This is an optimization exercise on Yosys and OpenROAD, whose aim is small area, a short achievable clock period and few clock cycles, not a production implementation. Function was checked by simulation only, so behaviour that the tests miss may differ from the original. Power and IR drop assume default switching activity.

[constraint.sdc]
create_clock -name core_clock -period 11.0 [get_ports {clk}]
set_input_delay 2.2000 -clock core_clock [delete_from_list [all_inputs] [get_ports {clk}]]
set_output_delay 2.2000 -clock core_clock [all_outputs]
set_load 0.01 [all_outputs]
[run.sh]
#!/bin/bash
# synth_recipe.tcl (not shown) runs the flow's synth.tcl, then flattens the netlist and writes it again
# the make line also repeats each setting of config.mk as NAME=value (left out here)
make -C /OpenROAD-flow-scripts/flow DESIGN_CONFIG=/design/flow/config.mk WORK_HOME=/design/flow/orfs CLKGATE_MAP_FILE= SYNTH_SCRIPT=/design/flow/synth_recipe.tcl finish
[config.mk]
export PLATFORM = sky130hd
export DESIGN_NAME = oflow_core
export DESIGN_NICKNAME = oflow_core
export VERILOG_FILES = /design/flow/design.v
export SDC_FILE = /design/flow/constraint.sdc
export NUM_CORES = 4
export LEC_CHECK = 0
export CAP_MARGIN = 20
export CORE_MARGIN = 2
export CORE_UTILIZATION = 40
export SLEW_MARGIN = 20
[design.v]
package oflow_pkg;
	localparam int COORD_W = 8;                 
	localparam int BBOX_W  = 4 * COORD_W;       
	localparam int X_LSB   = 0;                 
	localparam int Y_LSB   = X_LSB + COORD_W;
	localparam int W_LSB   = Y_LSB + COORD_W;
	localparam int H_LSB   = W_LSB + COORD_W;   
	localparam int WEIGHT_W = 4;
	localparam int COST_W   = 14;   
	localparam int ID_W       = 8;
	localparam int MAX_BBOXES = 8;                     
	localparam int IDX_W      = $clog2(MAX_BBOXES);
	localparam int CONF_W     = 8;                     
	localparam int CFG_ADDR_W = 3;
	localparam int CFG_DATA_W = 16;
	localparam logic [CFG_ADDR_W-1:0] CFG_WX  = 3'd0;
	localparam logic [CFG_ADDR_W-1:0] CFG_WY  = 3'd1;
	localparam logic [CFG_ADDR_W-1:0] CFG_WW  = 3'd2;
	localparam logic [CFG_ADDR_W-1:0] CFG_WH  = 3'd3;
	localparam logic [CFG_ADDR_W-1:0] CFG_THR = 3'd4;
	localparam logic [WEIGHT_W-1:0] WEIGHT_RST = 4'd1;    
	localparam logic [COST_W-1:0]   THR_RST    = 14'd64;
endpackage
`timescale 1ns/1ps
import oflow_pkg::*;
module oflow_weight_regs (
	input  logic                  clk,
	input  logic                  rst_i,
	input  logic                  cfg_we_i,
	input  logic [CFG_ADDR_W-1:0] cfg_addr_i,
	input  logic [CFG_DATA_W-1:0] cfg_data_i,
	output logic [WEIGHT_W-1:0]   w_wx,
	output logic [WEIGHT_W-1:0]   w_wy,
	output logic [WEIGHT_W-1:0]   w_ww,
	output logic [WEIGHT_W-1:0]   w_wh,
	output logic [COST_W-1:0]     w_thr
);
	always_ff @(posedge clk) begin
		if (rst_i) begin
			w_wx  <= WEIGHT_RST;
			w_wy  <= WEIGHT_RST;
			w_ww  <= WEIGHT_RST;
			w_wh  <= WEIGHT_RST;
			w_thr <= THR_RST;
		end else if (cfg_we_i) begin
			case (cfg_addr_i)
				CFG_WX:  w_wx  <= cfg_data_i[WEIGHT_W-1:0];
				CFG_WY:  w_wy  <= cfg_data_i[WEIGHT_W-1:0];
				CFG_WW:  w_ww  <= cfg_data_i[WEIGHT_W-1:0];
				CFG_WH:  w_wh  <= cfg_data_i[WEIGHT_W-1:0];
				CFG_THR: w_thr <= cfg_data_i[COST_W-1:0];
				default: begin
				end
			endcase
		end
	end
endmodule
`timescale 1ns/1ps
import oflow_pkg::*;
module oflow_frame_mem (
	input  logic                         clk,
	input  logic                         rst_i,
	input  logic                         wr_i,       
	input  logic [BBOX_W-1:0]            wr_bbox_i,
	input  logic                         swap_i,     
	output logic [MAX_BBOXES-1:0][BBOX_W-1:0] prev_bbox_o,
	output logic [MAX_BBOXES-1:0]        prev_valid_o
);
	logic [MAX_BBOXES-1:0][BBOX_W-1:0] cur_bbox;
	logic [MAX_BBOXES-1:0]             cur_valid;   
	always_ff @(posedge clk) begin
		if (rst_i) begin
			cur_valid    <= '0;
			prev_valid_o <= '0;
		end else if (swap_i) begin
			cur_valid    <= '0;
			prev_valid_o <= cur_valid;
		end else if (wr_i) begin
			cur_valid    <= {cur_valid[MAX_BBOXES-2:0], 1'b1};   
		end
	end
	logic [MAX_BBOXES-1:0] slot;
	assign slot = ~cur_valid & {cur_valid[MAX_BBOXES-2:0], 1'b1};
	always_ff @(posedge clk) begin
		for (int i = 0; i < MAX_BBOXES; i++) begin
			if (wr_i && slot[i])
				cur_bbox[i] <= wr_bbox_i;
		end
	end
	always_ff @(posedge clk) begin
		if (swap_i)
			prev_bbox_o <= cur_bbox;
	end
endmodule
`timescale 1ns/1ps
import oflow_pkg::*;
module oflow_match_pe (
	input  logic                clk,
	input  logic [BBOX_W-1:0]   new_bbox_i,
	input  logic [BBOX_W-1:0]   rec_bbox_i,
	input  logic [WEIGHT_W-1:0] w_wx,
	input  logic [WEIGHT_W-1:0] w_wy,
	input  logic [WEIGHT_W-1:0] w_ww,
	input  logic [WEIGHT_W-1:0] w_wh,
	output logic [COST_W-1:0]   sum_a_o,
	output logic [COST_W-1:0]   sum_b_o
);
	logic [COORD_W-1:0] a_x, b_x, t_x, e_x, q_x;
	logic [COORD_W:0]   k_x;   
	logic               nc_x, qn_x;
	assign a_x = new_bbox_i[X_LSB +: COORD_W];
	assign b_x = ~rec_bbox_i[X_LSB +: COORD_W];
	assign k_x[0] = 1'b1;
	for (genvar i = 0; i < COORD_W; i++) begin : g_x
		assign t_x[i]   = a_x[i] ^ b_x[i] ^ k_x[i];
		assign k_x[i+1] = (a_x[i] & b_x[i]) | (a_x[i] & k_x[i]) | (b_x[i] & k_x[i]);
	end
	assign nc_x = ~k_x[COORD_W];   
	assign e_x  = t_x ^ {COORD_W{nc_x}};
	logic [COORD_W-1:0] a_y, b_y, t_y, e_y, q_y;
	logic [COORD_W:0]   k_y;   
	logic               nc_y, qn_y;
	assign a_y = new_bbox_i[Y_LSB +: COORD_W];
	assign b_y = ~rec_bbox_i[Y_LSB +: COORD_W];
	assign k_y[0] = 1'b1;
	for (genvar i = 0; i < COORD_W; i++) begin : g_y
		assign t_y[i]   = a_y[i] ^ b_y[i] ^ k_y[i];
		assign k_y[i+1] = (a_y[i] & b_y[i]) | (a_y[i] & k_y[i]) | (b_y[i] & k_y[i]);
	end
	assign nc_y = ~k_y[COORD_W];   
	assign e_y  = t_y ^ {COORD_W{nc_y}};
	logic [COORD_W-1:0] a_w, b_w, t_w, e_w, q_w;
	logic [COORD_W:0]   k_w;   
	logic               nc_w, qn_w;
	assign a_w = new_bbox_i[W_LSB +: COORD_W];
	assign b_w = ~rec_bbox_i[W_LSB +: COORD_W];
	assign k_w[0] = 1'b1;
	for (genvar i = 0; i < COORD_W; i++) begin : g_w
		assign t_w[i]   = a_w[i] ^ b_w[i] ^ k_w[i];
		assign k_w[i+1] = (a_w[i] & b_w[i]) | (a_w[i] & k_w[i]) | (b_w[i] & k_w[i]);
	end
	assign nc_w = ~k_w[COORD_W];   
	assign e_w  = t_w ^ {COORD_W{nc_w}};
	logic [COORD_W-1:0] a_h, b_h, t_h, e_h, q_h;
	logic [COORD_W:0]   k_h;   
	logic               nc_h, qn_h;
	assign a_h = new_bbox_i[H_LSB +: COORD_W];
	assign b_h = ~rec_bbox_i[H_LSB +: COORD_W];
	assign k_h[0] = 1'b1;
	for (genvar i = 0; i < COORD_W; i++) begin : g_h
		assign t_h[i]   = a_h[i] ^ b_h[i] ^ k_h[i];
		assign k_h[i+1] = (a_h[i] & b_h[i]) | (a_h[i] & k_h[i]) | (b_h[i] & k_h[i]);
	end
	assign nc_h = ~k_h[COORD_W];   
	assign e_h  = t_h ^ {COORD_W{nc_h}};
	always_ff @(posedge clk) begin
		q_x  <= e_x;
		qn_x <= nc_x;
		q_y  <= e_y;
		qn_y <= nc_y;
		q_w  <= e_w;
		qn_w <= nc_w;
		q_h  <= e_h;
		qn_h <= nc_h;
	end
	logic t1, t2, t3, t4, t5, t6, t7, t8, t9, t10, t11, t12, t13, t14, t15, t16, t17, t18, t19, t20, t21, t22, t23, t24, t25, t26, t27, t28, t29, t30, t31, t32, t33, t34, t35, t36, t37, t38, t39, t40, t41, t42, t43, t44, t45, t46, t47, t48, t49, t50, t51, t52, t53, t54, t55, t56, t57, t58, t59, t60, t61, t62, t63, t64, t65, t66, t67, t68, t69, t70, t71, t72, t73, t74, t75, t76, t77, t78, t79, t80, t81, t82, t83, t84, t85, t86, t87, t88, t89, t90, t91, t92, t93, t94, t95, t96, t97, t98, t99, t100, t101, t102, t103, t104, t105, t106, t107, t108, t109, t110, t111, t112, t113, t114, t115, t116, t117, t118, t119, t120, t121, t122, t123, t124, t125, t126, t127, t128, t129, t130, t131, t132, t133, t134, t135, t136, t137, t138, t139, t140, t141, t142, t143, t144, t145, t146, t147, t148, t149, t150, t151, t152, t153, t154, t155, t156, t157, t158, t159, t160, t161, t162, t163, t164, t165, t166, t167, t168, t169, t170, t171, t172, t173, t174, t175, t176, t177, t178, t179, t180, t181, t182, t183, t184, t185, t186, t187, t188, t189, t190, t191, t192, t193, t194, t195, t196, t197, t198, t199, t200, t201, t202, t203, t204, t205, t206, t207, t208, t209, t210, t211, t212, t213, t214, t215, t216, t217, t218, t219, t220, t221, t222, t223, t224, t225, t226, t227, t228, t229, t230, t231, t232, t233, t234, t235, t236, t237, t238, t239, t240, t241, t242, t243, t244, t245, t246, t247, t248, t249, t250, t251, t252, t253, t254, t255, t256, t257, t258, t259, t260, t261, t262, t263, t264;
	assign t1 = (w_wx[0] & q_x[2]) ^ (w_wx[1] & q_x[1]) ^ (w_wx[2] & q_x[0]);
	assign t2 = ((w_wx[0] & q_x[2]) & (w_wx[1] & q_x[1])) | ((w_wx[0] & q_x[2]) & (w_wx[2] & q_x[0])) | ((w_wx[1] & q_x[1]) & (w_wx[2] & q_x[0]));
	assign t3 = (w_wx[2] & qn_x) ^ (w_wx[3] & qn_x) ^ (w_wx[3] & qn_x);
	assign t4 = ((w_wx[2] & qn_x) & (w_wx[3] & qn_x)) | ((w_wx[2] & qn_x) & (w_wx[3] & qn_x)) | ((w_wx[3] & qn_x) & (w_wx[3] & qn_x));
	assign t5 = (w_wy[0] & q_y[2]) ^ (w_wy[1] & q_y[1]);
	assign t6 = (w_wy[0] & q_y[2]) & (w_wy[1] & q_y[1]);
	assign t7 = (w_wx[0] & q_x[3]) ^ (w_wx[1] & q_x[2]) ^ (w_wx[2] & q_x[1]);
	assign t8 = ((w_wx[0] & q_x[3]) & (w_wx[1] & q_x[2])) | ((w_wx[0] & q_x[3]) & (w_wx[2] & q_x[1])) | ((w_wx[1] & q_x[2]) & (w_wx[2] & q_x[1]));
	assign t9 = (w_wx[3] & q_x[0]) ^ (w_wy[0] & q_y[3]) ^ (w_wy[1] & q_y[2]);
	assign t10 = ((w_wx[3] & q_x[0]) & (w_wy[0] & q_y[3])) | ((w_wx[3] & q_x[0]) & (w_wy[1] & q_y[2])) | ((w_wy[0] & q_y[3]) & (w_wy[1] & q_y[2]));
	assign t11 = (w_wy[2] & q_y[1]) ^ (w_wy[3] & q_y[0]) ^ (w_wy[3] & qn_y);
	assign t12 = ((w_wy[2] & q_y[1]) & (w_wy[3] & q_y[0])) | ((w_wy[2] & q_y[1]) & (w_wy[3] & qn_y)) | ((w_wy[3] & q_y[0]) & (w_wy[3] & qn_y));
	assign t13 = (w_ww[0] & q_w[3]) ^ (w_ww[1] & q_w[2]) ^ (w_ww[2] & q_w[1]);
	assign t14 = ((w_ww[0] & q_w[3]) & (w_ww[1] & q_w[2])) | ((w_ww[0] & q_w[3]) & (w_ww[2] & q_w[1])) | ((w_ww[1] & q_w[2]) & (w_ww[2] & q_w[1]));
	assign t15 = (w_ww[3] & q_w[0]) ^ (w_ww[3] & qn_w);
	assign t16 = (w_ww[3] & q_w[0]) & (w_ww[3] & qn_w);
	assign t17 = (w_wx[0] & q_x[4]) ^ (w_wx[1] & q_x[3]) ^ (w_wx[2] & q_x[2]);
	assign t18 = ((w_wx[0] & q_x[4]) & (w_wx[1] & q_x[3])) | ((w_wx[0] & q_x[4]) & (w_wx[2] & q_x[2])) | ((w_wx[1] & q_x[3]) & (w_wx[2] & q_x[2]));
	assign t19 = (w_wx[3] & q_x[1]) ^ (w_wy[0] & q_y[4]) ^ (w_wy[1] & q_y[3]);
	assign t20 = ((w_wx[3] & q_x[1]) & (w_wy[0] & q_y[4])) | ((w_wx[3] & q_x[1]) & (w_wy[1] & q_y[3])) | ((w_wy[0] & q_y[4]) & (w_wy[1] & q_y[3]));
	assign t21 = (w_wy[2] & q_y[2]) ^ (w_wy[3] & q_y[1]) ^ (w_ww[0] & q_w[4]);
	assign t22 = ((w_wy[2] & q_y[2]) & (w_wy[3] & q_y[1])) | ((w_wy[2] & q_y[2]) & (w_ww[0] & q_w[4])) | ((w_wy[3] & q_y[1]) & (w_ww[0] & q_w[4]));
	assign t23 = (w_ww[1] & q_w[3]) ^ (w_ww[2] & q_w[2]) ^ (w_ww[3] & q_w[1]);
	assign t24 = ((w_ww[1] & q_w[3]) & (w_ww[2] & q_w[2])) | ((w_ww[1] & q_w[3]) & (w_ww[3] & q_w[1])) | ((w_ww[2] & q_w[2]) & (w_ww[3] & q_w[1]));
	assign t25 = (w_wx[0] & q_x[5]) ^ (w_wx[1] & q_x[4]) ^ (w_wx[2] & q_x[3]);
	assign t26 = ((w_wx[0] & q_x[5]) & (w_wx[1] & q_x[4])) | ((w_wx[0] & q_x[5]) & (w_wx[2] & q_x[3])) | ((w_wx[1] & q_x[4]) & (w_wx[2] & q_x[3]));
	assign t27 = (w_wx[3] & q_x[2]) ^ (w_wy[0] & q_y[5]) ^ (w_wy[1] & q_y[4]);
	assign t28 = ((w_wx[3] & q_x[2]) & (w_wy[0] & q_y[5])) | ((w_wx[3] & q_x[2]) & (w_wy[1] & q_y[4])) | ((w_wy[0] & q_y[5]) & (w_wy[1] & q_y[4]));
	assign t29 = (w_wy[2] & q_y[3]) ^ (w_wy[3] & q_y[2]) ^ (w_ww[0] & q_w[5]);
	assign t30 = ((w_wy[2] & q_y[3]) & (w_wy[3] & q_y[2])) | ((w_wy[2] & q_y[3]) & (w_ww[0] & q_w[5])) | ((w_wy[3] & q_y[2]) & (w_ww[0] & q_w[5]));
	assign t31 = (w_ww[1] & q_w[4]) ^ (w_ww[2] & q_w[3]);
	assign t32 = (w_ww[1] & q_w[4]) & (w_ww[2] & q_w[3]);
	assign t33 = (w_wx[0] & q_x[6]) ^ (w_wx[1] & q_x[5]) ^ (w_wx[2] & q_x[4]);
	assign t34 = ((w_wx[0] & q_x[6]) & (w_wx[1] & q_x[5])) | ((w_wx[0] & q_x[6]) & (w_wx[2] & q_x[4])) | ((w_wx[1] & q_x[5]) & (w_wx[2] & q_x[4]));
	assign t35 = (w_wx[3] & q_x[3]) ^ (w_wy[0] & q_y[6]) ^ (w_wy[1] & q_y[5]);
	assign t36 = ((w_wx[3] & q_x[3]) & (w_wy[0] & q_y[6])) | ((w_wx[3] & q_x[3]) & (w_wy[1] & q_y[5])) | ((w_wy[0] & q_y[6]) & (w_wy[1] & q_y[5]));
	assign t37 = (w_wy[2] & q_y[4]) ^ (w_wy[3] & q_y[3]) ^ (w_ww[0] & q_w[6]);
	assign t38 = ((w_wy[2] & q_y[4]) & (w_wy[3] & q_y[3])) | ((w_wy[2] & q_y[4]) & (w_ww[0] & q_w[6])) | ((w_wy[3] & q_y[3]) & (w_ww[0] & q_w[6]));
	assign t39 = (w_ww[1] & q_w[5]) ^ (w_ww[2] & q_w[4]);
	assign t40 = (w_ww[1] & q_w[5]) & (w_ww[2] & q_w[4]);
	assign t41 = (w_wx[0] & q_x[7]) ^ (w_wx[1] & q_x[6]) ^ (w_wx[2] & q_x[5]);
	assign t42 = ((w_wx[0] & q_x[7]) & (w_wx[1] & q_x[6])) | ((w_wx[0] & q_x[7]) & (w_wx[2] & q_x[5])) | ((w_wx[1] & q_x[6]) & (w_wx[2] & q_x[5]));
	assign t43 = (w_wx[3] & q_x[4]) ^ (w_wy[0] & q_y[7]) ^ (w_wy[1] & q_y[6]);
	assign t44 = ((w_wx[3] & q_x[4]) & (w_wy[0] & q_y[7])) | ((w_wx[3] & q_x[4]) & (w_wy[1] & q_y[6])) | ((w_wy[0] & q_y[7]) & (w_wy[1] & q_y[6]));
	assign t45 = (w_wy[2] & q_y[5]) ^ (w_wy[3] & q_y[4]) ^ (w_ww[0] & q_w[7]);
	assign t46 = ((w_wy[2] & q_y[5]) & (w_wy[3] & q_y[4])) | ((w_wy[2] & q_y[5]) & (w_ww[0] & q_w[7])) | ((w_wy[3] & q_y[4]) & (w_ww[0] & q_w[7]));
	assign t47 = (w_ww[1] & q_w[6]) ^ (w_ww[2] & q_w[5]);
	assign t48 = (w_ww[1] & q_w[6]) & (w_ww[2] & q_w[5]);
	assign t49 = (w_wx[1] & q_x[7]) ^ (w_wx[2] & q_x[6]) ^ (w_wx[3] & q_x[5]);
	assign t50 = ((w_wx[1] & q_x[7]) & (w_wx[2] & q_x[6])) | ((w_wx[1] & q_x[7]) & (w_wx[3] & q_x[5])) | ((w_wx[2] & q_x[6]) & (w_wx[3] & q_x[5]));
	assign t51 = (w_wy[1] & q_y[7]) ^ (w_wy[2] & q_y[6]);
	assign t52 = (w_wy[1] & q_y[7]) & (w_wy[2] & q_y[6]);
	assign t53 = (w_wx[0] & q_x[1]) ^ (w_wx[1] & q_x[0]) ^ (w_wx[1] & qn_x);
	assign t54 = ((w_wx[0] & q_x[1]) & (w_wx[1] & q_x[0])) | ((w_wx[0] & q_x[1]) & (w_wx[1] & qn_x)) | ((w_wx[1] & q_x[0]) & (w_wx[1] & qn_x));
	assign t55 = (w_wy[0] & q_y[1]) ^ (w_wy[1] & q_y[0]);
	assign t56 = (w_wy[0] & q_y[1]) & (w_wy[1] & q_y[0]);
	assign t57 = t1 ^ t3 ^ t5;
	assign t58 = (t1 & t3) | (t1 & t5) | (t3 & t5);
	assign t59 = (w_wy[2] & q_y[0]) ^ (w_wy[2] & qn_y) ^ (w_ww[0] & q_w[2]);
	assign t60 = ((w_wy[2] & q_y[0]) & (w_wy[2] & qn_y)) | ((w_wy[2] & q_y[0]) & (w_ww[0] & q_w[2])) | ((w_wy[2] & qn_y) & (w_ww[0] & q_w[2]));
	assign t61 = (w_ww[1] & q_w[1]) ^ (w_ww[2] & q_w[0]) ^ (w_ww[2] & qn_w);
	assign t62 = ((w_ww[1] & q_w[1]) & (w_ww[2] & q_w[0])) | ((w_ww[1] & q_w[1]) & (w_ww[2] & qn_w)) | ((w_ww[2] & q_w[0]) & (w_ww[2] & qn_w));
	assign t63 = t2 ^ t4 ^ t6;
	assign t64 = (t2 & t4) | (t2 & t6) | (t4 & t6);
	assign t65 = t7 ^ t9 ^ t11;
	assign t66 = (t7 & t9) | (t7 & t11) | (t9 & t11);
	assign t67 = t13 ^ t15 ^ (w_wh[0] & q_h[3]);
	assign t68 = (t13 & t15) | (t13 & (w_wh[0] & q_h[3])) | (t15 & (w_wh[0] & q_h[3]));
	assign t69 = (w_wh[1] & q_h[2]) ^ (w_wh[2] & q_h[1]);
	assign t70 = (w_wh[1] & q_h[2]) & (w_wh[2] & q_h[1]);
	assign t71 = t8 ^ t10 ^ t12;
	assign t72 = (t8 & t10) | (t8 & t12) | (t10 & t12);
	assign t73 = t14 ^ t16 ^ t17;
	assign t74 = (t14 & t16) | (t14 & t17) | (t16 & t17);
	assign t75 = t19 ^ t21 ^ t23;
	assign t76 = (t19 & t21) | (t19 & t23) | (t21 & t23);
	assign t77 = (w_wh[0] & q_h[4]) ^ (w_wh[1] & q_h[3]) ^ (w_wh[2] & q_h[2]);
	assign t78 = ((w_wh[0] & q_h[4]) & (w_wh[1] & q_h[3])) | ((w_wh[0] & q_h[4]) & (w_wh[2] & q_h[2])) | ((w_wh[1] & q_h[3]) & (w_wh[2] & q_h[2]));
	assign t79 = t18 ^ t20 ^ t22;
	assign t80 = (t18 & t20) | (t18 & t22) | (t20 & t22);
	assign t81 = t24 ^ t25 ^ t27;
	assign t82 = (t24 & t25) | (t24 & t27) | (t25 & t27);
	assign t83 = t29 ^ t31 ^ (w_ww[3] & q_w[2]);
	assign t84 = (t29 & t31) | (t29 & (w_ww[3] & q_w[2])) | (t31 & (w_ww[3] & q_w[2]));
	assign t85 = (w_wh[0] & q_h[5]) ^ (w_wh[1] & q_h[4]) ^ (w_wh[2] & q_h[3]);
	assign t86 = ((w_wh[0] & q_h[5]) & (w_wh[1] & q_h[4])) | ((w_wh[0] & q_h[5]) & (w_wh[2] & q_h[3])) | ((w_wh[1] & q_h[4]) & (w_wh[2] & q_h[3]));
	assign t87 = t26 ^ t28 ^ t30;
	assign t88 = (t26 & t28) | (t26 & t30) | (t28 & t30);
	assign t89 = t32 ^ t33 ^ t35;
	assign t90 = (t32 & t33) | (t32 & t35) | (t33 & t35);
	assign t91 = t37 ^ t39 ^ (w_ww[3] & q_w[3]);
	assign t92 = (t37 & t39) | (t37 & (w_ww[3] & q_w[3])) | (t39 & (w_ww[3] & q_w[3]));
	assign t93 = (w_wh[0] & q_h[6]) ^ (w_wh[1] & q_h[5]) ^ (w_wh[2] & q_h[4]);
	assign t94 = ((w_wh[0] & q_h[6]) & (w_wh[1] & q_h[5])) | ((w_wh[0] & q_h[6]) & (w_wh[2] & q_h[4])) | ((w_wh[1] & q_h[5]) & (w_wh[2] & q_h[4]));
	assign t95 = t34 ^ t36 ^ t38;
	assign t96 = (t34 & t36) | (t34 & t38) | (t36 & t38);
	assign t97 = t40 ^ t41 ^ t43;
	assign t98 = (t40 & t41) | (t40 & t43) | (t41 & t43);
	assign t99 = t45 ^ t47 ^ (w_ww[3] & q_w[4]);
	assign t100 = (t45 & t47) | (t45 & (w_ww[3] & q_w[4])) | (t47 & (w_ww[3] & q_w[4]));
	assign t101 = (w_wh[0] & q_h[7]) ^ (w_wh[1] & q_h[6]) ^ (w_wh[2] & q_h[5]);
	assign t102 = ((w_wh[0] & q_h[7]) & (w_wh[1] & q_h[6])) | ((w_wh[0] & q_h[7]) & (w_wh[2] & q_h[5])) | ((w_wh[1] & q_h[6]) & (w_wh[2] & q_h[5]));
	assign t103 = t42 ^ t44 ^ t46;
	assign t104 = (t42 & t44) | (t42 & t46) | (t44 & t46);
	assign t105 = t48 ^ t49 ^ t51;
	assign t106 = (t48 & t49) | (t48 & t51) | (t49 & t51);
	assign t107 = (w_wy[3] & q_y[5]) ^ (w_ww[1] & q_w[7]) ^ (w_ww[2] & q_w[6]);
	assign t108 = ((w_wy[3] & q_y[5]) & (w_ww[1] & q_w[7])) | ((w_wy[3] & q_y[5]) & (w_ww[2] & q_w[6])) | ((w_ww[1] & q_w[7]) & (w_ww[2] & q_w[6]));
	assign t109 = (w_ww[3] & q_w[5]) ^ (w_wh[1] & q_h[7]) ^ (w_wh[2] & q_h[6]);
	assign t110 = ((w_ww[3] & q_w[5]) & (w_wh[1] & q_h[7])) | ((w_ww[3] & q_w[5]) & (w_wh[2] & q_h[6])) | ((w_wh[1] & q_h[7]) & (w_wh[2] & q_h[6]));
	assign t111 = t50 ^ t52 ^ (w_wx[2] & q_x[7]);
	assign t112 = (t50 & t52) | (t50 & (w_wx[2] & q_x[7])) | (t52 & (w_wx[2] & q_x[7]));
	assign t113 = (w_wx[3] & q_x[6]) ^ (w_wy[2] & q_y[7]) ^ (w_wy[3] & q_y[6]);
	assign t114 = ((w_wx[3] & q_x[6]) & (w_wy[2] & q_y[7])) | ((w_wx[3] & q_x[6]) & (w_wy[3] & q_y[6])) | ((w_wy[2] & q_y[7]) & (w_wy[3] & q_y[6]));
	assign t115 = (w_ww[2] & q_w[7]) ^ (w_ww[3] & q_w[6]);
	assign t116 = (w_ww[2] & q_w[7]) & (w_ww[3] & q_w[6]);
	assign t117 = (w_wx[0] & q_x[0]) ^ (w_wx[0] & qn_x) ^ (w_wy[0] & q_y[0]);
	assign t118 = ((w_wx[0] & q_x[0]) & (w_wx[0] & qn_x)) | ((w_wx[0] & q_x[0]) & (w_wy[0] & q_y[0])) | ((w_wx[0] & qn_x) & (w_wy[0] & q_y[0]));
	assign t119 = t53 ^ t55 ^ (w_wy[1] & qn_y);
	assign t120 = (t53 & t55) | (t53 & (w_wy[1] & qn_y)) | (t55 & (w_wy[1] & qn_y));
	assign t121 = (w_ww[0] & q_w[1]) ^ (w_ww[1] & q_w[0]) ^ (w_ww[1] & qn_w);
	assign t122 = ((w_ww[0] & q_w[1]) & (w_ww[1] & q_w[0])) | ((w_ww[0] & q_w[1]) & (w_ww[1] & qn_w)) | ((w_ww[1] & q_w[0]) & (w_ww[1] & qn_w));
	assign t123 = t54 ^ t56 ^ t57;
	assign t124 = (t54 & t56) | (t54 & t57) | (t56 & t57);
	assign t125 = t59 ^ t61 ^ (w_wh[0] & q_h[2]);
	assign t126 = (t59 & t61) | (t59 & (w_wh[0] & q_h[2])) | (t61 & (w_wh[0] & q_h[2]));
	assign t127 = (w_wh[1] & q_h[1]) ^ (w_wh[2] & q_h[0]);
	assign t128 = (w_wh[1] & q_h[1]) & (w_wh[2] & q_h[0]);
	assign t129 = t58 ^ t60 ^ t62;
	assign t130 = (t58 & t60) | (t58 & t62) | (t60 & t62);
	assign t131 = t63 ^ t65 ^ t67;
	assign t132 = (t63 & t65) | (t63 & t67) | (t65 & t67);
	assign t133 = t69 ^ (w_wh[3] & q_h[0]) ^ (w_wh[3] & qn_h);
	assign t134 = (t69 & (w_wh[3] & q_h[0])) | (t69 & (w_wh[3] & qn_h)) | ((w_wh[3] & q_h[0]) & (w_wh[3] & qn_h));
	assign t135 = t64 ^ t66 ^ t68;
	assign t136 = (t64 & t66) | (t64 & t68) | (t66 & t68);
	assign t137 = t70 ^ t71 ^ t73;
	assign t138 = (t70 & t71) | (t70 & t73) | (t71 & t73);
	assign t139 = t75 ^ t77 ^ (w_wh[3] & q_h[1]);
	assign t140 = (t75 & t77) | (t75 & (w_wh[3] & q_h[1])) | (t77 & (w_wh[3] & q_h[1]));
	assign t141 = t72 ^ t74 ^ t76;
	assign t142 = (t72 & t74) | (t72 & t76) | (t74 & t76);
	assign t143 = t78 ^ t79 ^ t81;
	assign t144 = (t78 & t79) | (t78 & t81) | (t79 & t81);
	assign t145 = t83 ^ t85 ^ (w_wh[3] & q_h[2]);
	assign t146 = (t83 & t85) | (t83 & (w_wh[3] & q_h[2])) | (t85 & (w_wh[3] & q_h[2]));
	assign t147 = t80 ^ t82 ^ t84;
	assign t148 = (t80 & t82) | (t80 & t84) | (t82 & t84);
	assign t149 = t86 ^ t87 ^ t89;
	assign t150 = (t86 & t87) | (t86 & t89) | (t87 & t89);
	assign t151 = t91 ^ t93 ^ (w_wh[3] & q_h[3]);
	assign t152 = (t91 & t93) | (t91 & (w_wh[3] & q_h[3])) | (t93 & (w_wh[3] & q_h[3]));
	assign t153 = t88 ^ t90 ^ t92;
	assign t154 = (t88 & t90) | (t88 & t92) | (t90 & t92);
	assign t155 = t94 ^ t95 ^ t97;
	assign t156 = (t94 & t95) | (t94 & t97) | (t95 & t97);
	assign t157 = t99 ^ t101 ^ (w_wh[3] & q_h[4]);
	assign t158 = (t99 & t101) | (t99 & (w_wh[3] & q_h[4])) | (t101 & (w_wh[3] & q_h[4]));
	assign t159 = t96 ^ t98 ^ t100;
	assign t160 = (t96 & t98) | (t96 & t100) | (t98 & t100);
	assign t161 = t102 ^ t103 ^ t105;
	assign t162 = (t102 & t103) | (t102 & t105) | (t103 & t105);
	assign t163 = t107 ^ t109 ^ (w_wh[3] & q_h[5]);
	assign t164 = (t107 & t109) | (t107 & (w_wh[3] & q_h[5])) | (t109 & (w_wh[3] & q_h[5]));
	assign t165 = t104 ^ t106 ^ t108;
	assign t166 = (t104 & t106) | (t104 & t108) | (t106 & t108);
	assign t167 = t110 ^ t111 ^ t113;
	assign t168 = (t110 & t111) | (t110 & t113) | (t111 & t113);
	assign t169 = t115 ^ (w_wh[2] & q_h[7]) ^ (w_wh[3] & q_h[6]);
	assign t170 = (t115 & (w_wh[2] & q_h[7])) | (t115 & (w_wh[3] & q_h[6])) | ((w_wh[2] & q_h[7]) & (w_wh[3] & q_h[6]));
	assign t171 = t112 ^ t114 ^ t116;
	assign t172 = (t112 & t114) | (t112 & t116) | (t114 & t116);
	assign t173 = (w_wx[3] & q_x[7]) ^ (w_wy[3] & q_y[7]) ^ (w_ww[3] & q_w[7]);
	assign t174 = ((w_wx[3] & q_x[7]) & (w_wy[3] & q_y[7])) | ((w_wx[3] & q_x[7]) & (w_ww[3] & q_w[7])) | ((w_wy[3] & q_y[7]) & (w_ww[3] & q_w[7]));
	assign t175 = t117 ^ (w_wy[0] & qn_y) ^ (w_ww[0] & q_w[0]);
	assign t176 = (t117 & (w_wy[0] & qn_y)) | (t117 & (w_ww[0] & q_w[0])) | ((w_wy[0] & qn_y) & (w_ww[0] & q_w[0]));
	assign t177 = t118 ^ t119 ^ t121;
	assign t178 = (t118 & t119) | (t118 & t121) | (t119 & t121);
	assign t179 = (w_wh[0] & q_h[1]) ^ (w_wh[1] & q_h[0]);
	assign t180 = (w_wh[0] & q_h[1]) & (w_wh[1] & q_h[0]);
	assign t181 = t120 ^ t122 ^ t123;
	assign t182 = (t120 & t122) | (t120 & t123) | (t122 & t123);
	assign t183 = t125 ^ t127 ^ (w_wh[2] & qn_h);
	assign t184 = (t125 & t127) | (t125 & (w_wh[2] & qn_h)) | (t127 & (w_wh[2] & qn_h));
	assign t185 = t124 ^ t126 ^ t128;
	assign t186 = (t124 & t126) | (t124 & t128) | (t126 & t128);
	assign t187 = t129 ^ t131 ^ t133;
	assign t188 = (t129 & t131) | (t129 & t133) | (t131 & t133);
	assign t189 = t130 ^ t132 ^ t134;
	assign t190 = (t130 & t132) | (t130 & t134) | (t132 & t134);
	assign t191 = t135 ^ t137 ^ t139;
	assign t192 = (t135 & t137) | (t135 & t139) | (t137 & t139);
	assign t193 = t136 ^ t138 ^ t140;
	assign t194 = (t136 & t138) | (t136 & t140) | (t138 & t140);
	assign t195 = t141 ^ t143 ^ t145;
	assign t196 = (t141 & t143) | (t141 & t145) | (t143 & t145);
	assign t197 = t142 ^ t144 ^ t146;
	assign t198 = (t142 & t144) | (t142 & t146) | (t144 & t146);
	assign t199 = t147 ^ t149 ^ t151;
	assign t200 = (t147 & t149) | (t147 & t151) | (t149 & t151);
	assign t201 = t148 ^ t150 ^ t152;
	assign t202 = (t148 & t150) | (t148 & t152) | (t150 & t152);
	assign t203 = t153 ^ t155 ^ t157;
	assign t204 = (t153 & t155) | (t153 & t157) | (t155 & t157);
	assign t205 = t154 ^ t156 ^ t158;
	assign t206 = (t154 & t156) | (t154 & t158) | (t156 & t158);
	assign t207 = t159 ^ t161 ^ t163;
	assign t208 = (t159 & t161) | (t159 & t163) | (t161 & t163);
	assign t209 = t160 ^ t162 ^ t164;
	assign t210 = (t160 & t162) | (t160 & t164) | (t162 & t164);
	assign t211 = t165 ^ t167 ^ t169;
	assign t212 = (t165 & t167) | (t165 & t169) | (t167 & t169);
	assign t213 = t166 ^ t168 ^ t170;
	assign t214 = (t166 & t168) | (t166 & t170) | (t168 & t170);
	assign t215 = t171 ^ t173 ^ (w_wh[3] & q_h[7]);
	assign t216 = (t171 & t173) | (t171 & (w_wh[3] & q_h[7])) | (t173 & (w_wh[3] & q_h[7]));
	assign t217 = t175 ^ (w_ww[0] & qn_w);
	assign t218 = t175 & (w_ww[0] & qn_w);
	assign t219 = t176 ^ t177 ^ t179;
	assign t220 = (t176 & t177) | (t176 & t179) | (t177 & t179);
	assign t221 = t178 ^ t180 ^ t181;
	assign t222 = (t178 & t180) | (t178 & t181) | (t180 & t181);
	assign t223 = t182 ^ t184 ^ t185;
	assign t224 = (t182 & t184) | (t182 & t185) | (t184 & t185);
	assign t225 = t186 ^ t188 ^ t189;
	assign t226 = (t186 & t188) | (t186 & t189) | (t188 & t189);
	assign t227 = t190 ^ t192 ^ t193;
	assign t228 = (t190 & t192) | (t190 & t193) | (t192 & t193);
	assign t229 = t194 ^ t196 ^ t197;
	assign t230 = (t194 & t196) | (t194 & t197) | (t196 & t197);
	assign t231 = t198 ^ t200 ^ t201;
	assign t232 = (t198 & t200) | (t198 & t201) | (t200 & t201);
	assign t233 = t202 ^ t204 ^ t205;
	assign t234 = (t202 & t204) | (t202 & t205) | (t204 & t205);
	assign t235 = t206 ^ t208 ^ t209;
	assign t236 = (t206 & t208) | (t206 & t209) | (t208 & t209);
	assign t237 = t210 ^ t212 ^ t213;
	assign t238 = (t210 & t212) | (t210 & t213) | (t212 & t213);
	assign t239 = t214 ^ t216 ^ t172;
	assign t240 = (t214 & t216) | (t214 & t172) | (t216 & t172);
	assign t241 = t217 ^ (w_wh[0] & q_h[0]);
	assign t242 = t217 & (w_wh[0] & q_h[0]);
	assign t243 = t218 ^ t219 ^ (w_wh[1] & qn_h);
	assign t244 = (t218 & t219) | (t218 & (w_wh[1] & qn_h)) | (t219 & (w_wh[1] & qn_h));
	assign t245 = t220 ^ t221 ^ t183;
	assign t246 = (t220 & t221) | (t220 & t183) | (t221 & t183);
	assign t247 = t222 ^ t223 ^ t187;
	assign t248 = (t222 & t223) | (t222 & t187) | (t223 & t187);
	assign t249 = t224 ^ t225 ^ t191;
	assign t250 = (t224 & t225) | (t224 & t191) | (t225 & t191);
	assign t251 = t226 ^ t227 ^ t195;
	assign t252 = (t226 & t227) | (t226 & t195) | (t227 & t195);
	assign t253 = t228 ^ t229 ^ t199;
	assign t254 = (t228 & t229) | (t228 & t199) | (t229 & t199);
	assign t255 = t230 ^ t231 ^ t203;
	assign t256 = (t230 & t231) | (t230 & t203) | (t231 & t203);
	assign t257 = t232 ^ t233 ^ t207;
	assign t258 = (t232 & t233) | (t232 & t207) | (t233 & t207);
	assign t259 = t234 ^ t235 ^ t211;
	assign t260 = (t234 & t235) | (t234 & t211) | (t235 & t211);
	assign t261 = t236 ^ t237 ^ t215;
	assign t262 = (t236 & t237) | (t236 & t215) | (t237 & t215);
	assign t263 = t238 ^ t239 ^ t174;
	assign t264 = (t238 & t239) | (t238 & t174) | (t239 & t174);
	logic [COST_W-1:0] row_a, row_b;
	assign row_a = {1'b0, t264, t262, t260, t258, t256, t254, t252, t250, t248, t246, t244, t242, t241};
	assign row_b = {1'b0, t240, t263, t261, t259, t257, t255, t253, t251, t249, t247, t245, t243, (w_wh[0] & qn_h)};
	always_ff @(posedge clk) begin
		sum_a_o <= row_a;
		sum_b_o <= row_b;
	end
endmodule
`timescale 1ns/1ps
import oflow_pkg::*;
module oflow_track_ctrl (
	input  logic              clk,
	input  logic              rst_i,
	input  logic              box_i,      
	input  logic              end_i,      
	input  logic [IDX_W-1:0]  best_i,     
	input  logic              hit_i,      
	output logic              id_valid_o,
	output logic [ID_W-1:0]   id_o,
	output logic              frame_done_o,
	output logic [CONF_W-1:0] conflict_cnt_o
);
	logic [MAX_BBOXES-1:0][ID_W-1:0] cur_id;
	logic [MAX_BBOXES-1:0][ID_W-1:0] prev_id;
	logic [MAX_BBOXES-1:0]           cur_used;   
	logic [MAX_BBOXES-1:0]           claim;      
	logic [ID_W-1:0]                 next_id;    
	logic [CONF_W-1:0]               conf_cnt;
	logic                            reuse;
	logic                            conflict;
	logic [ID_W-1:0]                 id;
	logic [MAX_BBOXES-1:0]           slot;
	assign reuse    = box_i && hit_i && !claim[best_i];
	assign conflict = box_i && hit_i && claim[best_i];   
	assign id       = reuse ? prev_id[best_i] : next_id;
	assign slot     = ~cur_used & {cur_used[MAX_BBOXES-2:0], 1'b1};
	always_ff @(posedge clk) begin
		if (rst_i) begin
			id_valid_o     <= 1'b0;
			frame_done_o   <= 1'b0;
			claim          <= '0;
			cur_used       <= '0;
			next_id        <= ID_W'(1);   
			conf_cnt       <= '0;
		end else begin
			id_valid_o   <= box_i;
			frame_done_o <= end_i;
			if (end_i) begin
				claim    <= '0;
				cur_used <= '0;
			end else if (box_i) begin
				if (reuse)
					claim[best_i] <= 1'b1;
				else
					next_id <= (next_id == '1) ? ID_W'(1) : next_id + 1'b1;   
				if (conflict && (conf_cnt != '1))
					conf_cnt <= conf_cnt + 1'b1;   
				cur_used <= {cur_used[MAX_BBOXES-2:0], 1'b1};
			end
		end
	end
	always_ff @(posedge clk) begin
		id_o           <= id;
		conflict_cnt_o <= conf_cnt;
	end
	always_ff @(posedge clk) begin
		for (int i = 0; i < MAX_BBOXES; i++) begin
			if (box_i && slot[i])
				cur_id[i] <= id;
		end
		if (end_i)
			prev_id <= cur_id;
	end
endmodule
`timescale 1ns/1ps
import oflow_pkg::*;
module oflow_core (
	input  logic                  clk,
	input  logic                  rst_i,
	input  logic                  cfg_we_i,
	input  logic [CFG_ADDR_W-1:0] cfg_addr_i,
	input  logic [CFG_DATA_W-1:0] cfg_data_i,
	input  logic                  bbox_valid_i,
	input  logic [BBOX_W-1:0]     bbox_i,
	input  logic                  frame_end_i,
	output logic                  ready_o,
	output logic                  id_valid_o,
	output logic [ID_W-1:0]       id_o,
	output logic                  frame_done_o,
	output logic [CONF_W-1:0]     conflict_cnt_o
);
	logic [WEIGHT_W-1:0] w_wx;
	logic [WEIGHT_W-1:0] w_wy;
	logic [WEIGHT_W-1:0] w_ww;
	logic [WEIGHT_W-1:0] w_wh;
	logic [COST_W-1:0]   w_thr;
	oflow_weight_regs oflow_weight_regs (
		.clk        (clk),
		.rst_i      (rst_i),
		.cfg_we_i   (cfg_we_i),
		.cfg_addr_i (cfg_addr_i),
		.cfg_data_i (cfg_data_i),
		.w_wx       (w_wx),
		.w_wy       (w_wy),
		.w_ww       (w_ww),
		.w_wh       (w_wh),
		.w_thr      (w_thr)
	);
	logic [6:1] st_box, st_end;
	logic              ready_q;
	logic [BBOX_W-1:0] s1_bbox;
	always_ff @(posedge clk) begin
		if (rst_i) begin
			ready_q <= 1'b0;
			st_box  <= '0;
			st_end  <= '0;
		end else begin
			ready_q   <= 1'b1;
			st_box[1] <= ready_q && bbox_valid_i && !frame_end_i;   
			st_end[1] <= ready_q && frame_end_i;
			st_box[6:2] <= st_box[5:1];
			st_end[6:2] <= st_end[5:1];
		end
	end
	always_ff @(posedge clk) begin
		s1_bbox <= bbox_i;
	end
	assign ready_o = ready_q;
	logic [MAX_BBOXES-1:0][BBOX_W-1:0] prev_bbox;
	logic [MAX_BBOXES-1:0]             prev_valid;
	oflow_frame_mem oflow_frame_mem (
		.clk          (clk),
		.rst_i        (rst_i),
		.wr_i         (st_box[1]),
		.wr_bbox_i    (s1_bbox),
		.swap_i       (st_end[1]),
		.prev_bbox_o  (prev_bbox),
		.prev_valid_o (prev_valid)
	);
	logic [MAX_BBOXES-1:0][COST_W-1:0] s3_sum_a, s3_sum_b;
	logic [MAX_BBOXES-1:0]             s2_valid, s3_valid;
	for (genvar i = 0; i < MAX_BBOXES; i++) begin : g_pe
		oflow_match_pe oflow_match_pe (
			.clk        (clk),
			.new_bbox_i (s1_bbox),
			.rec_bbox_i (prev_bbox[i]),
			.w_wx       (w_wx),
			.w_wy       (w_wy),
			.w_ww       (w_ww),
			.w_wh       (w_wh),
			.sum_a_o    (s3_sum_a[i]),
			.sum_b_o    (s3_sum_b[i])
		);
	end
	always_ff @(posedge clk) begin
		s2_valid <= prev_valid;
		s3_valid <= s2_valid;
	end
	logic [MAX_BBOXES-1:0][COST_W-1:0] cost;
	logic [3:0][COST_W-1:0]            s4_cost;
	logic [3:0]                        s4_idx;
	logic                              s4_any;
	for (genvar i = 0; i < MAX_BBOXES; i++) begin : g_cost
		assign cost[i] = s3_valid[i] ? (s3_sum_a[i] + s3_sum_b[i]) : '1;
	end
	always_ff @(posedge clk) begin
		for (int i = 0; i < 4; i++) begin
			s4_idx[i]  <= (cost[2*i+1] < cost[2*i]);
			s4_cost[i] <= (cost[2*i+1] < cost[2*i]) ? cost[2*i+1] : cost[2*i];
		end
		s4_any <= s3_valid[0];   
	end
	logic [1:0][COST_W-1:0] l2_cost;
	logic [1:0][1:0]        l2_idx;
	logic [IDX_W-1:0]       best;
	logic [3:0]             under;
	logic [IDX_W-1:0]       s5_best;
	logic                   s5_hit;
	for (genvar i = 0; i < 2; i++) begin : g_l2
		logic right;
		assign right      = (s4_cost[2*i+1] < s4_cost[2*i]);
		assign l2_idx[i]  = right ? {1'b1, s4_idx[2*i+1]} : {1'b0, s4_idx[2*i]};
		assign l2_cost[i] = right ? s4_cost[2*i+1] : s4_cost[2*i];
	end
	assign best = (l2_cost[1] < l2_cost[0]) ? {1'b1, l2_idx[1]} : {1'b0, l2_idx[0]};
	for (genvar i = 0; i < 4; i++) begin : g_thr
		assign under[i] = (s4_cost[i] <= w_thr);
	end
	always_ff @(posedge clk) begin
		s5_best <= best;
		s5_hit  <= s4_any && (|under);
	end
	oflow_track_ctrl oflow_track_ctrl (
		.clk            (clk),
		.rst_i          (rst_i),
		.box_i          (st_box[5]),
		.end_i          (st_end[5]),
		.best_i         (s5_best),
		.hit_i          (s5_hit),
		.id_valid_o     (id_valid_o),
		.id_o           (id_o),
		.frame_done_o   (frame_done_o),
		.conflict_cnt_o (conflict_cnt_o)
	);
endmodule
==> reports/metrics.cfg, run 1 <==
[timing]
rsz0062_at_grt=no
finalHoldViolCount=0
tns_ns=0
timing.final.crit_share_pct=47.1
setup_viol=0
timing.final.crit_period_ns=5.19
skew_ns=0.0344
tightest_slew_ns=1.19
slew_headroom_pct=20.5
max_freq_mhz=193
maxSlewViolCount=0

[synthesis]
synth-seq-cells=1356
yosys_warnings=5
yosysMostFrequentCell=inv_1
ys.flop_type=dfxtp_1
synth_top_cell_by_area=fa_1
synth_area_um2=83200
syn-mean-instance-area_um2=11.9
synth_common_cells=inv_1 (1287), fa_1 (1176), and2_1 (729)
synth_top_area_share_pct=28.3
synth-edff-count=640
synthArstFlopShare_pct=0
syn-num-nets=8591
synthCells=6967
seq_area_frac_synth_pct=40.3
ys_types=75
netlist_top_cells_area=fa_1 (28%), edfxtp_1 (23%), dfxtp_1 (17%), ha_1 (5.9%), inv_1 (5.8%)

[critical_path]
startpoint=oflow_weight_regs.w_wx[0]$_SDFFE_PP1P_
critPathSlowestCell=dfxtp_2
max_stage_delay_ns=1.05
crit_chain=buf_4, nand2_1, fa_1, inv_1, fa_1, fa_1, inv_1, fa_1, fa_1, inv_1, fa_1
crit_top_cell=fa_1
worstSetupEndpoint=g_pe[4].oflow_match_pe.sum_b_o[4]$_DFF_P_
worst-setup-path-type=flip-flop to flip-flop
timing.critical_path.buf_inv=4
r2r_start=oflow_weight_regs.w_wx[0]$_SDFFE_PP1P_
path_depth=11
cp-start-kind=flip-flop
crit_path_end_kind=flip-flop
reg2reg_slack_ns=5.81
crit_fanout=38
rr_worst_depth=11
crit_arrival_ns=5.86
crit_family=adder cells
required_ns=11.67
worstReg2RegEnd=g_pe[4].oflow_match_pe.sum_b_o[4]$_DFF_P_

[cts]
clockBufferDepth=3
cts-hold-fix-buffers=0
insertion_delay_ns=0.80
htreeDepth=4
cts_setup_buffers=0
cts-resized-gates=0
cts_tree=done
path_clk_slew_ns=0.06
cts_sinks=1356
cts_buffers=156
cts-root-buf=clkbuf_16

[status]
status=no timing/DRC/antenna violations

[floorplanning]
core_area_um2=207000
dieWidth_um=460
start_util_pct=40.2
die_area_um2=212000
boundaryPins=75
rows=167
fp.dieH_um=460

[drt]
drtAntennaViolNets=0
drt_iter0_drc=3765
via_per_inst=4.82
wl_per_cell_um=21.2
drc=0
drt_first_pass_iters=6
drt-total-wl_um=212000
vias=48160

[global_routing]
grt_overflow_total=0
use_met3_pct=3.40
grt_antenna_before_repair=25
grt_max_degree=161
grt_use_total_pct=20.5
use_met1_pct=27.2
grt_pass1_vias=51164
grt_pass1_wl_um=321000
top_usage_layer=met2
grtUsageMet2_pct=33.9

[power]
ir_drop_mv=0.169
powerDensity_nw_per_um2=180
power.leakage_uw=0.0388

[layout]
areaGrowthSynthToFinish_pct=11.3
layout.cells.non_filler=9997
drive_gt1_share_pct=5.84
fin_nets=8683

[placement]
io_buffers=72
dpl.cell_count=9688
gp_congestion=0.873
place_hpwl_um=152000

[hold_path]
hold_path_class=flip-flop to flip-flop

[job]
cap_violations=0

==> placed cells by master (no fill, tap or decap), types with 13 or more instances in the layout <==
master              n
mux2_2             24
nand3_1            21
nand2b_1           40
and2_1            729
mux2i_1            45
a21o_1             42
clkbuf_8           19
dfxtp_2            20
ha_1              392
nor2_1            132
nor3_1             25
edfxtp_1          640
inv_1            1281
mux4_2             18
nor2b_1            74
clkbuf_1           30
clkbuf_16         164
o21a_1             21
xnor2_1           143
a21oi_1           127
clkdlybuf4s50_1    71
nand2_1           591
xor2_1            203
clkinv_2           18
nand4_1            28
diode_2            17
o21ai_0            83
and3_1             14
buf_4              70
clkinvlp_4         13
fa_1             1176
a211oi_1           15
dfxtp_1           693
a31oi_1            42
==> through the flow <==
stage	utilization, %	power (uW)	area [um^2]	hold WS [ns]	setup slack, ns
floorplan	-	9930	83200	0.310	3.84
finish	44.8	16700	92700	0.324	5.81
CTS	44.7	16900	92600	0.326	5.69
global placement	42.1	11400	87200	0.314	5.82
detailed placement	42.1	11500	87200	0.314	5.76
global route	44.7	17900	92600	0.337	5.30
==> kinds of logic after synthesis <==
logic type               count (synthesis)  synth area share (%)
AND/OR/NAND/NOR                       1707                  10.7
adder cells (fa/ha/maj)               1568                  34.2
buffers and inverters                 1497                  6.77
flip-flops                            1356                  40.3
AO/OA/AOI/OAI                          406                  3.08
XOR/XNOR                               346                  3.64
multiplexers                            87                  1.35
==> worst reg2reg max path, cell delays in order, from the launching register on <==
cell	delay (ns)
dfxtp_2	1.05
buf_4	0.68
nand2_1	0.22
fa_1	0.57
inv_1	0.05
fa_1	0.46
fa_1	0.55
inv_1	0.06
fa_1	0.44
fa_1	0.51
inv_1	0.05
fa_1	0.44
==> sequential cells by signal (all words and copies together), names as in the netlist, 14 cells and up <==
register,flops
oflow_frame_mem.cur_bbox,256
oflow_track_ctrl.cur_id,64
g_pe.oflow_match_pe.sum_b_o,104
s4_cost,56
oflow_frame_mem.prev_bbox_o,256
g_pe.oflow_match_pe.sum_a_o,104
oflow_weight_regs.w_thr,14
g_pe.oflow_match_pe.q_w,64
g_pe.oflow_match_pe.q_x,64
s1_bbox,32
oflow_track_ctrl.prev_id,64
g_pe.oflow_match_pe.q_h,64
g_pe.oflow_match_pe.q_y,64
==> routing by layer <==
metal | up-vias | share of wire [%]
met2 | 1453 | 47
met5 | - | 0.013
met3 | 329 | 6.1
met1 | 24635 | 43
met4 | 4 | 3.3
li1 | 21739 | -
==> worst min-delay path by stage <==
stage	start	endpoint	slack [ns]	cells past startpoint
final	s2_valid[5]$_DFF_P_	s3_valid[5]$_DFF_P_	0.32	0
after global routing	s2_valid[6]$_DFF_P_	s3_valid[6]$_DFF_P_	0.34	0
after CTS	s2_valid[4]$_DFF_P_	s3_valid[4]$_DFF_P_	0.33	0
after detailed placement	s2_valid[7]$_DFF_P_	s3_valid[7]$_DFF_P_	0.31	0
after global placement	s2_valid[4]$_DFF_P_	s3_valid[4]$_DFF_P_	0.31	0
after floorplan	s2_valid[0]$_DFF_P_	s3_valid[0]$_DFF_P_	0.31	0
==> cell type report <==
cell class	instances	area [um^2]
timing repair buffer	143	1260
multi-input combinational	4114	44100
inverter	1288	4830
sequential	1356	33600
clock inverter	76	881
clock buffer	215	4490
tap	2788	3490
fill	18893	114000
antenna	17	42.5
==> where the power goes <==
part / switching [uW] / internal (uW) / total, uW / leakage [uW]
registers: 401 / 5850 / 6260 / 0.0118
logic: 3000 / 2100 / 5100 / 0.0244
clock network: 2180 / 3180 / 5360 / 0.00260
total: 5590 / 11100 / 16700 / 0.0388
Testbench counts, summed over its fixed seeds: cycles 3,851.
==> run 2: changes to the inputs <==
==> flow/run.sh (new file) <==
#!/bin/bash
set -euo pipefail
cd "$(dirname "$0")/.."
MARGIN=$(cat flow/margin.txt)
bash standard.sh SETUP_SLACK_MARGIN="$MARGIN" finish > flow_make.log 2>&1
==> flow/margin.txt (new file) <==
7.5
==> standard.sh (new file) <==
#!/bin/bash
# synth_recipe.tcl (not shown) runs the flow's synth.tcl, then flattens the netlist and writes it again
# the make line also repeats each setting of config.mk as NAME=value (left out here)
make -C /OpenROAD-flow-scripts/flow DESIGN_CONFIG=/design/flow/config.mk WORK_HOME=/design/flow/orfs CLKGATE_MAP_FILE= SYNTH_SCRIPT=/design/flow/synth_recipe.tcl "${@:-finish}"
removed: run.sh
==> reports/metrics.cfg, run 2 <==
[status]
status=no timing/DRC/antenna violations

[synthesis]
yosysMostFrequentCell=inv_1
syn-mean-instance-area_um2=11.9
synthCells=6967
synth_top_area_share_pct=28.3
synth_area_um2=83200
ys_types=75
synth_top_cell_by_area=fa_1
synthArstFlopShare_pct=0
synth-edff-count=640
yosys_warnings=5
seq_area_frac_synth_pct=40.3
syn-num-nets=8591
ys.flop_type=dfxtp_1
synth-seq-cells=1356
netlist_top_cells_area=fa_1 (28%), edfxtp_1 (23%), dfxtp_1 (17%), ha_1 (5.9%), inv_1 (5.8%)
synth_common_cells=inv_1 (1287), fa_1 (1176), and2_1 (729)

[critical_path]
crit_family=adder cells
worst-setup-path-type=flip-flop to flip-flop
timing.critical_path.buf_inv=7
cp-start-kind=flip-flop
crit_path_end_kind=flip-flop
required_ns=11.77
crit_top_cell=fa_2
crit_fanout=7
crit_chain=buf_12, buf_16, buf_8, buf_12, nand2_4, fa_2, inv_2, fa_1, fa_2, inv_2, fa_2, fa_1, inv_2, fa_2
max_stage_delay_ns=0.55
crit_arrival_ns=4.91
critPathSlowestCell=fa_2
reg2reg_slack_ns=6.86

[job]
cap_violations=0

[cts]
insertion_delay_ns=0.86
htreeDepth=4
cts_sinks=1356
cts-hold-fix-buffers=0
clockBufferDepth=3
cts_buffers=151
cts_tree=done
path_clk_slew_ns=0.06
cts-root-buf=clkbuf_16

[hold_path]
hold_path_class=flip-flop to flip-flop

[global_routing]
grt_antenna_before_repair=33
grt_pass1_wl_um=385000
grt_overflow_total=0
grt_use_total_pct=25.6
grt_max_degree=161
grt_pass1_vias=56319

[floorplanning]
rows=167
core_area_um2=207000
fp.dieH_um=460
die_area_um2=212000
start_util_pct=40.2
boundaryPins=75
dieWidth_um=460

[drt]
via_per_inst=5.09
drt-total-wl_um=272000
drt_first_pass_iters=6
drt_iter0_drc=5208
wl_per_cell_um=25.7
vias=53758
drc=0
drtAntennaViolNets=0

[power]
ir_drop_mv=0.187
power.leakage_uw=0.0441
powerDensity_nw_per_um2=172
power.total_uw=18400

[layout]
areaGrowthSynthToFinish_pct=28.9
final_cell_mix=inv_1 (943), fa_2 (648), dfxtp_1 (646)
final_common_cell=inv_1
nFillCells=17051
reg_top3=oflow_frame_mem.cur_bbox (256), oflow_frame_mem.prev_bbox_o (256)
fin_nets=9251
drive_gt1_share_pct=33.8

[placement]
gp_congestion=0.856
place_hpwl_um=157000
io_buffers=72

[timing]
tightest_slew_ns=1.16
slew_headroom_pct=22.9
setup_viol=0
timing.final.crit_share_pct=37.6
skew_ns=0.0770
finalHoldViolCount=0
max_freq_mhz=242
maxSlewViolCount=0
rsz0062_at_grt=yes
tns_ns=0
timing.final.crit_period_ns=4.14
holdWs_ns=0.326

-- run 2: cell counts after synthesis --
No cell type changed its count.
-- run 2: kinds of logic after synthesis --
| logic type | synth area share, % |
|---|---|
| xor+xnor | 3.64 |
| mux | 1.35 |
| buf+inv | 6.77 |
| compound gates | 3.08 |
| flops | 40.3 |
| simple gates | 10.7 |
| fa+ha+maj | 34.2 |
-- run 2: cell type report --
class	instances	area [um^2]	share of cell area (%)
repair buffers	716	10200	9.51
diodes	16	40.0	0.0373
well taps	2788	3490	3.25
clock inverters	73	967	0.901
clock buffers	210	4280	3.99
multi-input cells	4114	49700	46.4
inverters	1288	4880	4.55
flip-flops and latches	1356	33700	31.4
-- run 2: report_power, final --
group | total, uW | internal, uW | switching (uW)
Combinational | 6770 | 2950 | 3820
Sequential | 6340 | 5850 | 485
Clock | 5300 | 3030 | 2270
-- run 2: layer usage --
| layer | global-route usage, % | share of wire, % | up-vias |
|---|---|---|---|
| li1 | - | - | 22941 |
| met1 | 33.1 | 39 | 27803 |
| met2 | 40.8 | 46 | 2395 |
| met3 | 5.28 | 8.9 | 613 |
| met4 | 13.4 | 5.6 | 6 |
| met5 | 0 | 0.018 | - |
-- run 2: final timing paths --
path	startpoint	to	cells past startpoint
hold reg to reg	s2_valid[3]$_DFF_P_	s3_valid[3]$_DFF_P_	0
setup / recovery	oflow_weight_regs.w_wx[3]$_SDFFE_PP0P_	g_pe[5].oflow_match_pe.sum_b_o[9]$_DFF_P_	14
setup reg to reg	oflow_weight_regs.w_wx[3]$_SDFFE_PP0P_	g_pe[5].oflow_match_pe.sum_b_o[9]$_DFF_P_	14
hold / removal	s2_valid[3]$_DFF_P_	s3_valid[3]$_DFF_P_	0
-- run 2: per-stage QoR --
stage / utilization, % / setup slack [ns] / std cells / cell area (um^2)
6_report: 51.8 / 6.86 / 10561 / 107000
5_1_grt: 51.8 / 6.80 / 10546 / 107000
4_1_cts: 50.3 / 6.88 / 10438 / 104000
3_5_place_dp: 42.8 / 5.83 / 9700 / 88500
3_3_place_gp: 42.7 / 5.90 / 9698 / 88500
2_1_floorplan: - / 7.07 / 6967 / 85400
-- run 2: worst register-to-register path: stages, from the launching register on --
cell	delay (ns)
dfxtp_4	0.38
buf_12	0.17
buf_16	0.18
buf_8	0.18
buf_12	0.10
nand2_4	0.04
fa_2	0.53
inv_2	0.04
fa_1	0.46
fa_2	0.55
inv_2	0.04
fa_2	0.35
fa_1	0.50
inv_2	0.04
fa_2	0.52
-- run 2: what timing repair did --
item,CTS,global route
setup endpoints to repair,568,532
pin swaps,529,367
buffers inserted,377,99
gates cloned,78,8
resized for setup,1435,521

## afterwards: timing with drivers on the ports
In the flow no input, the clock included, has a driving cell. The finished layouts below were timed again as built, in two steps.
Step 1 (the two cells are an assumption about what drives the block):
set clk [get_ports {clk}]
set_driving_cell -lib_cell sky130_fd_sc_hd__clkbuf_16 $clk
set_driving_cell -lib_cell sky130_fd_sc_hd__buf_2 [delete_from_list [all_inputs] $clk]
Step 2 moves the port delays by t, midway between the first and last clock arrival at a register: inputs arrive t later, outputs are due t later. That takes back most of the time a late clock gives input paths.
Slacks: ideal ports / drivers / drivers and shift; pairs: ideal ports / drivers.
run	t, ns	setup WS [ns]	clock arrival spread, ns	slew at the worst register clock pin (ns)
run 1	0.885	5.814 / 5.814 / 5.814	0.038 / 0.039	0.07 / 0.07
run 2	0.920	6.863 / 6.863 / 6.836	0.078 / 0.078	0.07 / 0.07
After both steps setup and hold are still met in every run listed. For run 2, which loses most, drivers alone change the setup slack by 0.000 ns; drivers and shift together by -0.027 ns.
